Source: an optimization exercise on an open RTL-to-GDS flow (aim: small area). Production flows keep margins and buffers that such runs may drop.
Only simulation tests tie the RTL to the original design; equivalence was not proved.
No activity file was given, so power comes from the tool's default toggle rates.

==> inputs of xenon <==
==> flow/design.v (excerpt) <==
module regfile_sb
#(
    parameter int ADDRSIZE = rf_pkg::DEF_ADDRSIZE,
    parameter int WORDSIZE = rf_pkg::DEF_WORDSIZE,
    parameter int NREAD    = 2,
    parameter int ZERO_REG = 1,
    parameter int BYPASS   = 1
) (
    input  logic                        clk,
    input  logic                        rst_n,
    input  logic                        regwr,
    input  logic [ADDRSIZE-1:0]         rd,
    input  logic [WORDSIZE-1:0]         rddata,
    input  logic [NREAD*ADDRSIZE-1:0]   rs,
    output logic [NREAD*WORDSIZE-1:0]   rsdata,
    output logic [NREAD-1:0]            rsbusy,
    input  logic                        issue,
    input  logic [ADDRSIZE-1:0]         issue_rd,
    input  logic                        flush,
    output logic [(1<<ADDRSIZE)-1:0]    busy_vec
);
==> module rf_last, before the edit <==
module rf_last (
    input  logic a0, b0, a1, b1, c, d,
    output logic y
);
    assign y = (a0 & b0) | (a1 & b1) | ~(c & d);
endmodule
==> module rf_rdbit, before the edit <==
module rf_rdbit (
    input  logic [31:0] sel,
    input  logic [31:0] d,
    output logic        y
);
    logic [9:0]  n;
    logic [2:0]  p;
    for (genvar g = 0; g < 10; g++) begin : g_aoi
        rf_aoi222 u_aoi (
            .a0(sel[3*g]),   .b0(d[3*g]),
            .a1(sel[3*g+1]), .b1(d[3*g+1]),
            .a2(sel[3*g+2]), .b2(d[3*g+2]),
            .y (n[g])
        );
    end
    rf_nand4 u_n0 (.a(n[0]), .b(n[1]), .c(n[2]),  .d(n[3]), .y(p[0]));
    rf_nand4 u_n1 (.a(n[4]), .b(n[5]), .c(n[6]),  .d(n[7]), .y(p[1]));
    rf_last  u_n2 (.a0(sel[30]), .b0(d[30]), .a1(sel[31]), .b1(d[31]),
                   .c(n[8]), .d(n[9]), .y(p[2]));
    rf_or3   u_o  (.a(p[0]), .b(p[1]), .c(p[2]), .y(y));
endmodule
==> module regfile_sb, before the edit <==
module regfile_sb
#(
    parameter int ADDRSIZE = rf_pkg::DEF_ADDRSIZE,
    parameter int WORDSIZE = rf_pkg::DEF_WORDSIZE,
    parameter int NREAD    = 2,
    parameter int ZERO_REG = 1,
    parameter int BYPASS   = 1
) (
    input  logic                        clk,
    input  logic                        rst_n,
    input  logic                        regwr,
    input  logic [ADDRSIZE-1:0]         rd,
    input  logic [WORDSIZE-1:0]         rddata,
    input  logic [NREAD*ADDRSIZE-1:0]   rs,
    output logic [NREAD*WORDSIZE-1:0]   rsdata,
    output logic [NREAD-1:0]            rsbusy,
    input  logic                        issue,
    input  logic [ADDRSIZE-1:0]         issue_rd,
    input  logic                        flush,
    output logic [(1<<ADDRSIZE)-1:0]    busy_vec
);
    localparam int NREGS = 1 << ADDRSIZE;
    logic [NREGS-1:0][WORDSIZE-1:0] regs;
    logic [NREGS-1:0]               written;
    logic [NREGS-1:0]               we;       
    logic [NREGS-1:0]               iss;      
    logic [NREGS-1:0]               rd_ok;    
    always_comb begin
        for (int i = 0; i < NREGS; i++) begin
            we[i]  = regwr && (rd == ADDRSIZE'(i)) && (i != 0);
            iss[i] = issue && (issue_rd == ADDRSIZE'(i)) && (i != 0);
        end
    end
    always_ff @(posedge clk) begin
        for (int i = 1; i < NREGS; i++) begin
            if (we[i]) begin
                regs[i] <= rddata;
            end
        end
    end
    always_ff @(posedge clk or negedge rst_n) begin
        if (!rst_n) begin
            written <= '0;
        end else begin
            for (int i = 1; i < NREGS; i++) begin
                if (we[i]) begin
                    written[i] <= 1'b1;
                end
            end
        end
    end
    always_ff @(posedge clk or negedge rst_n) begin
        if (!rst_n) begin
            busy_vec <= '0;
        end else begin
            for (int i = 1; i < NREGS; i++) begin
                busy_vec[i] <= iss[i] | (busy_vec[i] & ~flush & ~we[i]);
            end
        end
    end
    assign rd_ok = written & ~we;
    for (genvar k = 0; k < NREAD; k++) begin : g_read
        logic [ADDRSIZE-1:0] addr;
        logic [NREGS-1:0]    dec;
        logic [NREGS-1:0]    sel;     
        logic                byp;
        assign addr = rs[rf_pkg::lsb_of(k, ADDRSIZE) +: ADDRSIZE];
        always_comb begin
            for (int i = 0; i < NREGS; i++) begin
                dec[i] = (addr == ADDRSIZE'(i)) && (i != 0);
            end
        end
        assign byp = regwr && (rd == addr) && (addr != '0);
        assign sel = {byp, dec[NREGS-1:1] & rd_ok[NREGS-1:1]};
        for (genvar b = 0; b < WORDSIZE; b++) begin : g_bit
            logic [NREGS-1:0] d;
            for (genvar i = 1; i < NREGS; i++) begin : g_d
                assign d[i-1] = regs[i][b];
            end
            assign d[NREGS-1] = rddata[b];
            rf_rdbit u_bit (.sel(sel), .d(d), .y(rsdata[rf_pkg::lsb_of(k, WORDSIZE) + b]));
        end
        assign rsbusy[k] = |(dec & busy_vec & ~we);
    end
endmodule
clock: 8.0 ns
lec_check: 0
cap_margin: 10
core_margin: 2
core_utilization: 60
cts_buf_list: sky130_fd_sc_hd__clkbuf_4 sky130_fd_sc_hd__clkbuf_8
cts_cluster_size: 20
slew_margin: 10
synth_hierarchical: 1
synth_minimum_keep_size: 0
standard.sh (not shown) runs the stock make flow with config.mk's settings and CLKGATE_MAP_FILE= SYNTH_SCRIPT=/design/flow/synth_recipe.tcl, a recipe that flattens the netlist after the stock synthesis.
==> flow/flow/run.sh <==
#!/bin/bash
# Own layout flow: the standard flow (standard.sh: unchanged synthesis,
# floorplan, power grid and tap cells), with two changes to how the layout
# is made:
#   - port buffers use sky130_fd_sc_hd__buf_1 instead of the delay buffer the
#     resizer picks by default (every port still gets its own buffer);
#   - clock tree: sink clusters of up to 16 registers driven by clkbuf_4 or
#     clkbuf_8, and no dummy loads (all registers still get the clock through
#     the buffered tree, from one root buffer);
# ORFS's full output goes to standard.log in the work folder; its per-step
# logs stay under orfs/logs/.
set -euo pipefail
bash standard.sh \
  'CTS_ARGS=-sink_clustering_enable -repair_clock_nets -dont_use_dummy_load -sink_clustering_size 16 -sink_clustering_max_diameter 60 -buf_list {sky130_fd_sc_hd__clkbuf_4 sky130_fd_sc_hd__clkbuf_8}' \
  'BUFFER_PORTS_ARGS=-buffer_cell sky130_fd_sc_hd__buf_1' \
  finish > standard.log 2>&1
==> inputs of ember, as changes to xenon <==
--- a/flow/design.v
+++ b/flow/design.v
@@ -13,4 +13,10 @@
     assign y = ~((a0 & b0) | (a1 & b1) | (a2 & b2));
 endmodule
+module rf_aoi22 (
+    input  logic a0, b0, a1, b1,
+    output logic y
+);
+    assign y = ~((a0 & b0) | (a1 & b1));
+endmodule
 module rf_nand4 (
     input  logic a, b, c, d,
@@ -19,9 +25,9 @@
     assign y = ~(a & b & c & d);
 endmodule
-module rf_last (
-    input  logic a0, b0, a1, b1, c, d,
+module rf_nand3 (
+    input  logic a, b, c,
     output logic y
 );
-    assign y = (a0 & b0) | (a1 & b1) | ~(c & d);
+    assign y = ~(a & b & c);
 endmodule
 module rf_or3 (
@@ -36,5 +42,5 @@
     output logic        y
 );
-    logic [9:0]  n;
+    logic [10:0] n;
     logic [2:0]  p;
     for (genvar g = 0; g < 10; g++) begin : g_aoi
@@ -46,8 +52,8 @@
         );
     end
+    rf_aoi22 u_aoi_last (.a0(sel[30]), .b0(d[30]), .a1(sel[31]), .b1(d[31]), .y(n[10]));
     rf_nand4 u_n0 (.a(n[0]), .b(n[1]), .c(n[2]),  .d(n[3]), .y(p[0]));
     rf_nand4 u_n1 (.a(n[4]), .b(n[5]), .c(n[6]),  .d(n[7]), .y(p[1]));
-    rf_last  u_n2 (.a0(sel[30]), .b0(d[30]), .a1(sel[31]), .b1(d[31]),
-                   .c(n[8]), .d(n[9]), .y(p[2]));
+    rf_nand3 u_n2 (.a(n[8]), .b(n[9]), .c(n[10]),           .y(p[2]));
     rf_or3   u_o  (.a(p[0]), .b(p[1]), .c(p[2]), .y(y));
 endmodule
@@ -117,4 +123,5 @@
         logic [NREGS-1:0]    dec;
         logic [NREGS-1:0]    sel;     
+        logic [NREGS-1:0]    byp_hit;
         logic                byp;
         assign addr = rs[rf_pkg::lsb_of(k, ADDRSIZE) +: ADDRSIZE];
@@ -124,5 +131,6 @@
             end
         end
-        assign byp = regwr && (rd == addr) && (addr != '0);
+        assign byp_hit = dec & we;
+        assign byp     = |byp_hit;
         assign sel = {byp, dec[NREGS-1:1] & rd_ok[NREGS-1:1]};
         for (genvar b = 0; b < WORDSIZE; b++) begin : g_bit
==> flow/run.sh (new file) <==
#!/bin/bash
# synth_recipe.tcl (not shown) runs the flow's synth.tcl, then flattens the netlist and writes it again
# the make line also repeats each setting of config.mk as NAME=value (left out here)
make -C /OpenROAD-flow-scripts/flow DESIGN_CONFIG=/design/flow/config.mk WORK_HOME=/design/flow/orfs CLKGATE_MAP_FILE= SYNTH_SCRIPT=/design/flow/synth_recipe.tcl finish
CAP_MARGIN = 20   (was 10)
CORE_UTILIZATION = 30   (was 60)
CTS_BUF_LIST = default   (was sky130_fd_sc_hd__clkbuf_4 sky130_fd_sc_hd__clkbuf_8)
CTS_CLUSTER_SIZE = default   (was 20)
SLEW_MARGIN = 20   (was 10)
removed: flow/flow/run.sh
removed: flow/standard.sh
==> notes <==
Between xenon and ember, the lower core utilization is in ember (gap 30 points). ember ran to the end with no violations. xenon finished with timing, DRC and antenna clean. In sequential cell count, xenon and ember do not differ. Between xenon and ember, the lower cell area is in xenon (gap about 11%, measured against ember). In ember the sequential share of layout area is lower than in xenon, by 7.5 points. Of xenon and ember, xenon has the higher fmax (gap 12%, measured against ember).
==> figures <==
item	xenon	ember
Run status	complete, no violations	complete, no violations
Cell Pwr Density	204 nW/µm²	234 nW/µm²
Number of ordinary inverters in the final layout	54	22
Final core occ	66.2%	36.5%
Height of the die	270 µm	384 µm
NonClk Buf Share	3.38%	5.59%
Core Footprint	70100 µm²	143000 µm²
Routed WL	154 mm	175 mm
Total length of routed met2 wires	65.4 mm	80.5 mm
Share of the synthesized netlist area taken by xor and xnor gates	0.165%	0.101%
Number of instances in the synthesized netlist	2555	2569
Tapcells inserted	940	1903

## static timing again, ports no longer ideal
Ports are ideal in the flow. The routed layouts listed here were re-timed in OpenROAD. Step 1: set_driving_cell puts a clkbuf_16 on clk and a buf_2 on each other input, an assumption about the parent block. Step 2, shift: input delay + t, output delay - t, t = (earliest + latest rising clock arrival at the registers) / 2. This alone moves slack from input paths to output paths. a / b / c = ideal / step 1 / step 2; a / b = the first two.
| run | shift t [ns] | setup WS [ns] | worst register clock-pin slew, ns |
|---|---|---|---|
| xenon | 0.760 | 1.395 / 1.363 / 1.363 | 0.11 / 0.11 |
| ember | 0.794 | 0.577 / 0.557 / 0.557 | 0.07 / 0.07 |
After both steps every run listed still meets setup and hold. For xenon, which loses most, drivers alone change the setup slack by -0.032 ns; drivers and shift together by -0.032 ns.
